From an optimization exercise on the open Yosys and OpenROAD flow, aimed at a short achievable clock period and few clock cycles per item; shortcuts taken in it are not production practice. Function was checked by simulation only, so behaviour that the tests miss may differ from the original. The clock input has no modelled driver; a real chip could not lean on it and would need a root buffer or a full tree. No activity file was given, so power comes from the tool's default toggle rates.

Setup of job 6462:
==> flow/design.v (excerpt) <==
module mem_issue_sched #(
  parameter int NLD = 4,
  parameter int NST = 4
) (
  input  logic        clock,
  input  logic        resetn,
  input  logic        alloc_valid,
  input  logic        alloc_store,
  input  logic [31:0] alloc_address,
  input  logic [31:0] alloc_data,
  input  logic [4:0]  alloc_dst,
  output logic        rs_lok,
  output logic        rs_sok,
  output logic        rs_free,
  output logic        mem_req,
  output logic        mem_we,
  output logic [31:0] mem_addr,
  output logic [31:0] mem_wdata,
  input  logic        mem_ack,
  input  logic [31:0] mem_rdata,
  output logic [63:0] out_databus,
  output logic        write_databus,
  output logic [4:0]  out_dst,
  output logic [31:0] out_dst_data,
  output logic        write_dst
);
clock: 6.5 ns
lec_check: 0
abc_clock_period_in_ps: 1500
cap_margin: 20
core_margin: 2
core_utilization: 40
setup_slack_margin: 5
slew_margin: 20
standard.sh (not shown) runs the stock make flow with config.mk's settings and CLKGATE_MAP_FILE= SYNTH_SCRIPT=/design/flow/synth_recipe.tcl, a recipe that flattens the netlist after the stock synthesis.
==> flow/flow/run.sh <==
#!/bin/bash
# Standard ORFS layout, except that the clock tree is built by flow/pre_cts.tcl (a shallow,
# balanced two-level tree) instead of TritonCTS, and flow/post_cts.tcl adds a second setup repair. make's output goes to standard.log; each ORFS
# step keeps its own log under orfs/logs.
set -euo pipefail
here=$(pwd)
bash standard.sh PRE_CTS_TCL="$here/flow/pre_cts.tcl" POST_CTS_TCL="$here/flow/post_cts.tcl" finish > "$here/standard.log" 2>&1
==> flow/flow/mvbuf.tcl <==
# Move each output port's flip-flop and buffer part of the way towards the port's pin, with the
# buffer right next to the flip-flop: the flip-flop drives a short wire, the (stronger) buffer the
# rest of the way to the pin, and the flip-flop's own input wire grows only by the distance moved.
# Detailed placement legalises the moved cells afterwards.
proc ob_move {frac} {
  set block [ord::get_db_block]
  set n 0
  foreach bt [$block getBTerms] {
    if {[$bt getIoType] ne "OUTPUT"} continue
    set net [$bt getNet]
    if {$net eq "NULL"} continue
    set drv ""
    foreach it [$net getITerms] { if {[$it isOutputSignal]} { set drv $it } }
    if {$drv eq ""} continue
    set buf [$drv getInst]
    set in ""
    foreach it [$buf getITerms] { if {[$it isInputSignal]} { set in $it } }
    if {$in eq ""} continue
    set n2 [$in getNet]
    if {$n2 eq "NULL" || [llength [$n2 getITerms]] != 2} continue
    set src ""
    foreach it [$n2 getITerms] { if {[$it isOutputSignal]} { set src $it } }
    if {$src eq ""} continue
    set ff [$src getInst]
    set bb [$bt getBBox]
    set px [expr {([$bb xMin] + [$bb xMax]) / 2}]
    set py [expr {([$bb yMin] + [$bb yMax]) / 2}]
    set loc [$ff getLocation]
    set fx [expr {int([lindex $loc 0] + $frac * ($px - [lindex $loc 0]))}]
    set fy [expr {int([lindex $loc 1] + $frac * ($py - [lindex $loc 1]))}]
    $ff setLocation $fx $fy
    $buf setLocation [expr {$fx + [[$ff getMaster] getWidth]}] $fy
    incr n
  }
  puts "moved $n output flip-flops and buffers"
}
==> flow/flow/post_cts.tcl <==
# Runs at the end of ORFS's CTS step: a second setup repair aimed at the paths that actually
# limit the clock period (ORFS's own pass aims 5 ns past the period, far beyond reach, and stops
# early), then legalisation again.
estimate_parasitics -placement
repair_timing -setup -setup_margin 4.6 -repair_tns 100 -verbose
detailed_placement
check_placement -verbose
==> flow/flow/pre_cts.tcl <==
# Runs before ORFS's CTS step: moves each output port's flip-flop half way towards its pin with
# the port's buffer next to it; builds a two-level clock tree by hand (clock port -> 4 root
# inverters -> leaf inverters of at most 26 flip-flops each; two inversions, so the flip-flops
# see the clock's own polarity); and turns ORFS's calls to repair_clock_inverters and
# clock_tree_synthesis into no-ops (the first would clone the leaf inverters per flip-flop), so
# the rest of the step (legalisation, timing repair) runs as usual.
source [file join [file dirname [info script]] mktree.tcl]
source [file join [file dirname [info script]] mvbuf.tcl]
ob_move 0.5
ct_build 26 4 sky130_fd_sc_hd__inv_12 sky130_fd_sc_hd__inv_16
proc repair_clock_inverters {args} { puts "repair_clock_inverters skipped: manual clock tree built" }
proc clock_tree_synthesis {args} { puts "clock_tree_synthesis skipped: manual clock tree built" }
Other scripts of this flow, unchanged in this note and not shown: flow/flow/mktree.tcl
Testbench counts of job 6462, summed over its fixed seeds: cycles 3,216, items 3,200.
Inputs modified between job 6462 and job 3961:
==> flow/flow/run.sh <==
#!/bin/bash
# Standard ORFS layout, except that the clock tree is built by flow/pre_cts.tcl (a shallow,
# balanced two-level tree) instead of TritonCTS. make's output goes to standard.log; each ORFS
# step keeps its own log under orfs/logs.
set -euo pipefail
here=$(pwd)
bash standard.sh PRE_CTS_TCL="$here/flow/pre_cts.tcl" finish > "$here/standard.log" 2>&1
--- a/flow/flow/pre_cts.tcl
+++ b/flow/flow/pre_cts.tcl
@@ -1,2 +1,2 @@
-# Runs before ORFS's CTS step: moves each output port's flip-flop half way towards its pin with
+# Runs before ORFS's CTS step: moves each output port's flip-flop three quarters of the way towards its pin with
 # the port's buffer next to it; builds a two-level clock tree by hand (clock port -> 4 root
@@ -8,3 +8,3 @@
 source [file join [file dirname [info script]] mvbuf.tcl]
-ob_move 0.5
+ob_move 0.75
 ct_build 26 4 sky130_fd_sc_hd__inv_12 sky130_fd_sc_hd__inv_16
removed: flow/flow/post_cts.tcl
## What came out
Count of filler cells inserted in the layout of job 3961 exceeds that of job 6462 slightly. Job 3961 against job 6462: sequential share of layout area about even, wire length about even.
Modified inputs, job 6707 compared to job 3961
- changing SETUP_SLACK_MARGIN from 5 to 4.5
==> flow/flow/mvbuf.tcl <==
# Move each output port's buffer next to the flip-flop that drives it, so the flip-flop drives a
# short wire and the (stronger) buffer drives the long wire to the pin. Detailed placement
# legalises the moved buffers afterwards.
proc ob_move {} {
  set block [ord::get_db_block]
  set n 0
  foreach bt [$block getBTerms] {
    if {[$bt getIoType] ne "OUTPUT"} continue
    set net [$bt getNet]
    if {$net eq "NULL"} continue
    set drv ""
    foreach it [$net getITerms] { if {[$it isOutputSignal]} { set drv $it } }
    if {$drv eq ""} continue
    set buf [$drv getInst]
    set in ""
    foreach it [$buf getITerms] { if {[$it isInputSignal]} { set in $it } }
    if {$in eq ""} continue
    set n2 [$in getNet]
    if {$n2 eq "NULL" || [llength [$n2 getITerms]] != 2} continue
    set src ""
    foreach it [$n2 getITerms] { if {[$it isOutputSignal]} { set src $it } }
    if {$src eq ""} continue
    set ff [$src getInst]
    set loc [$ff getLocation]
    $buf setLocation [expr {[lindex $loc 0] + [[$ff getMaster] getWidth]}] [lindex $loc 1]
    incr n
  }
  puts "moved $n output buffers next to their drivers"
}
==> flow/flow/pre_cts.tcl <==
# Runs before ORFS's CTS step: builds a two-level clock tree by hand (clock port -> 4 root
# inverters -> leaf inverters of at most 26 flip-flops each; two inversions, so the flip-flops
# see the clock's own polarity), moves each output port's buffer next to the flip-flop driving
# it, and turns ORFS's calls to repair_clock_inverters and clock_tree_synthesis into no-ops (the
# first would clone the leaf inverters per flip-flop), so the rest of the step (legalisation,
# timing repair) runs as usual.
source [file join [file dirname [info script]] mktree.tcl]
source [file join [file dirname [info script]] mvbuf.tcl]
ct_build 26 4 sky130_fd_sc_hd__inv_16 sky130_fd_sc_hd__inv_16
ob_move
proc repair_clock_inverters {args} { puts "repair_clock_inverters skipped: manual clock tree built" }
proc clock_tree_synthesis {args} { puts "clock_tree_synthesis skipped: manual clock tree built" }
==> results.txt <==
Job 6707: no failed stages, no open violations at the end
met2 wire length sits lower in job 6707 than in job 3961.
Against job 3961 as the reference, job 6707 delivers a lower switching part of the total power.
Taking job 3961 as the reference point, the peak ir drop on the vdd network of job 6707 rises by about 37%.
Job 6707 vs job 3961, area added between synthesis and finish went down by 27 points.
Relative to job 3961, clock power has increased by about 6% in job 6707.
Total power divided by cell area of job 6707 exceeds that of job 3961 by more than 10%.
diff inputs: job 6707 => job 8163
- SETUP_SLACK_MARGIN: 4.5 -> 5
### Flow results
[compare] base=job 6707 new=job 8163: register-to-register slack rose 0.13 ns; power density of the placed cells fell 11%; number of vias after detailed routing increased 16%. In the flow results for job 6707 and job 8163, the clock power is larger on job 8163. Compared with job 6707, wire length per cell after detailed routing in job 8163 increased by more than a quarter. Compared with job 6707, job 8163 shows total power draw that has gone up by a little under 10%. The lower final cell count without fillers of job 6707 and job 8163 is in job 6707. The final-layout fill cell count number comes out lower for job 8163 vs job 6707.
In every run of this note, the design's own scripts or RTL, not TritonCTS, make the clock network.

* * *

Another version of the RTL of mem_issue_sched (not shown whole).
Size: about 280 I/O pins.
==> flow/design.v (excerpt) <==
module mem_issue_sched #(
  parameter int NLD = 4,
  parameter int NST = 4
) (
  input  logic        clock,
  input  logic        resetn,
  input  logic        alloc_valid,
  input  logic        alloc_store,
  input  logic [31:0] alloc_address,
  input  logic [31:0] alloc_data,
  input  logic [4:0]  alloc_dst,
  output logic        rs_lok,
  output logic        rs_sok,
  output logic        rs_free,
  output logic        mem_req,
  output logic        mem_we,
  output logic [31:0] mem_addr,
  output logic [31:0] mem_wdata,
  input  logic        mem_ack,
  input  logic [31:0] mem_rdata,
  output logic [63:0] out_databus,
  output logic        write_databus,
  output logic [4:0]  out_dst,
  output logic [31:0] out_dst_data,
  output logic        write_dst
);
  localparam int NQ = NLD + NST + 1;   
  localparam int NU = NLD + NST;
  logic        q_st   [NQ];
  logic [31:0] q_addr [NQ];
  logic [31:0] q_data [NQ];
  logic [4:0]  q_dst  [NQ];
  logic [NQ-1:0] wp_q, rp_q;           
  logic           hvn_q;
  logic [NU-1:1]  u_q;
  logic [NU-1:0]  u, u_d;
  logic [NLD-1:0] ld_q, ld_d;
  logic [NST-1:0] st_q, st_d;
  logic           cln_q, cst_q;
  logic        mem_req_q, mem_we_q;
  logic [31:0] mem_addr_q, mem_wdata_q;
  logic        write_databus_q, write_dst_q;
  logic        cmp_st_q;
  logic [31:0] cmp_addr_q, out_dst_data_q;
  logic [4:0]  out_dst_q;
  logic        rs_lok_q, rs_sok_q, rs_free_q;
  logic acc, acc_ld, acc_st, xfer;
  logic        cu_st, nx_st;
  logic [31:0] cu_addr, cu_data, nx_addr, nx_data;
  logic [4:0]  cu_dst, nx_dst;
  logic        tk_st, ht_st;
  logic [31:0] tk_addr, tk_data, ht_addr, ht_data;
  always_comb begin
  ...
==> flow/config.mk <==
export PLATFORM = sky130hd
export DESIGN_NAME = mem_issue_sched
export DESIGN_NICKNAME = mem_issue_sched
export VERILOG_FILES = /design/flow/design.v
export SDC_FILE = /design/flow/constraint.sdc
export NUM_CORES = 4
export LEC_CHECK = 0
export ABC_CLOCK_PERIOD_IN_PS = 1500
export CAP_MARGIN = 20
export CORE_MARGIN = 2
export CORE_UTILIZATION = 65
export SETUP_SLACK_MARGIN = 5
export SLEW_MARGIN = 20
==> flow/constraint.sdc <==
create_clock -name core_clock -period 6.5 [get_ports {clock}]
set_input_delay 1.3000 -clock core_clock [delete_from_list [all_inputs] [get_ports {clock}]]
set_output_delay 1.3000 -clock core_clock [all_outputs]
set_load 0.01 [all_outputs]
run.sh (not shown) runs the stock make flow with config.mk's settings and CLKGATE_MAP_FILE= SYNTH_SCRIPT=/design/flow/synth_recipe.tcl, a recipe that flattens the netlist after the stock synthesis.
Stock flow here: none of the scripts above is used.
The starting point produced a clean layout.
Testbench counts at the start, summed over its fixed seeds: cycles 3,216, items 3,200.
Next try:
Settings changed: CORE_UTILIZATION 65 to 40.
=> Total power increases by 3.2%; worst setup slack hardly moves; design area increases by 3.0%; cell count increases by 14%; count of clock-buffer cells in the layout decreases by 9; wire length increases by 4.2%; combinational power is about the same; sequential power is about the same.

-- port drivers added, routing unchanged --
The flow's constraints put no driver on any port. The routed layouts listed below were extracted and timed again, unchanged, in two steps.
Step 1, drivers: a clkbuf_16 drives clock and a buf_2 each remaining input, both assumed.
Step 2 moves the port delays by t, midway between the first and last clock arrival at a register: inputs arrive t later, outputs are due t later. That takes back most of the time a late clock gives input paths.
a / b / c = ideal / step 1 / step 2; a / b = the first two.
run | t (ns) | slack for setup (ns) | worst setup path after step 2 | clock arrival spread, ns | worst data-port slew with drivers (ns)
job 6462 | 0.476 | 4.509 / 4.152 / 3.677 | input to register | 0.020 / 0.021 | 0.86
job 3961 | 0.468 | 4.492 / 4.159 / 3.692 | input to register | 0.029 / 0.029 | 0.71
job 6707 | 0.476 | 4.447 / 4.200 / 3.859 | input to register | 0.020 / 0.020 | 0.53
job 8163 | 0.488 | 4.498 / 4.187 / 3.699 | input to register | 0.015 / 0.016 | 0.78
the first run of note 2 | 0.694 | 4.066 / 4.007 / 3.754 | input to register | 0.032 / 0.032 | 0.31
the second run of note 2 | 0.692 | 4.064 / 3.999 / 3.949 | input to register | 0.035 / 0.035 | 0.28
After both steps setup and hold are still met in every run listed. The setup slack of job 6462, which loses most, moves by -0.357 ns with the drivers and by -0.832 ns with both steps.
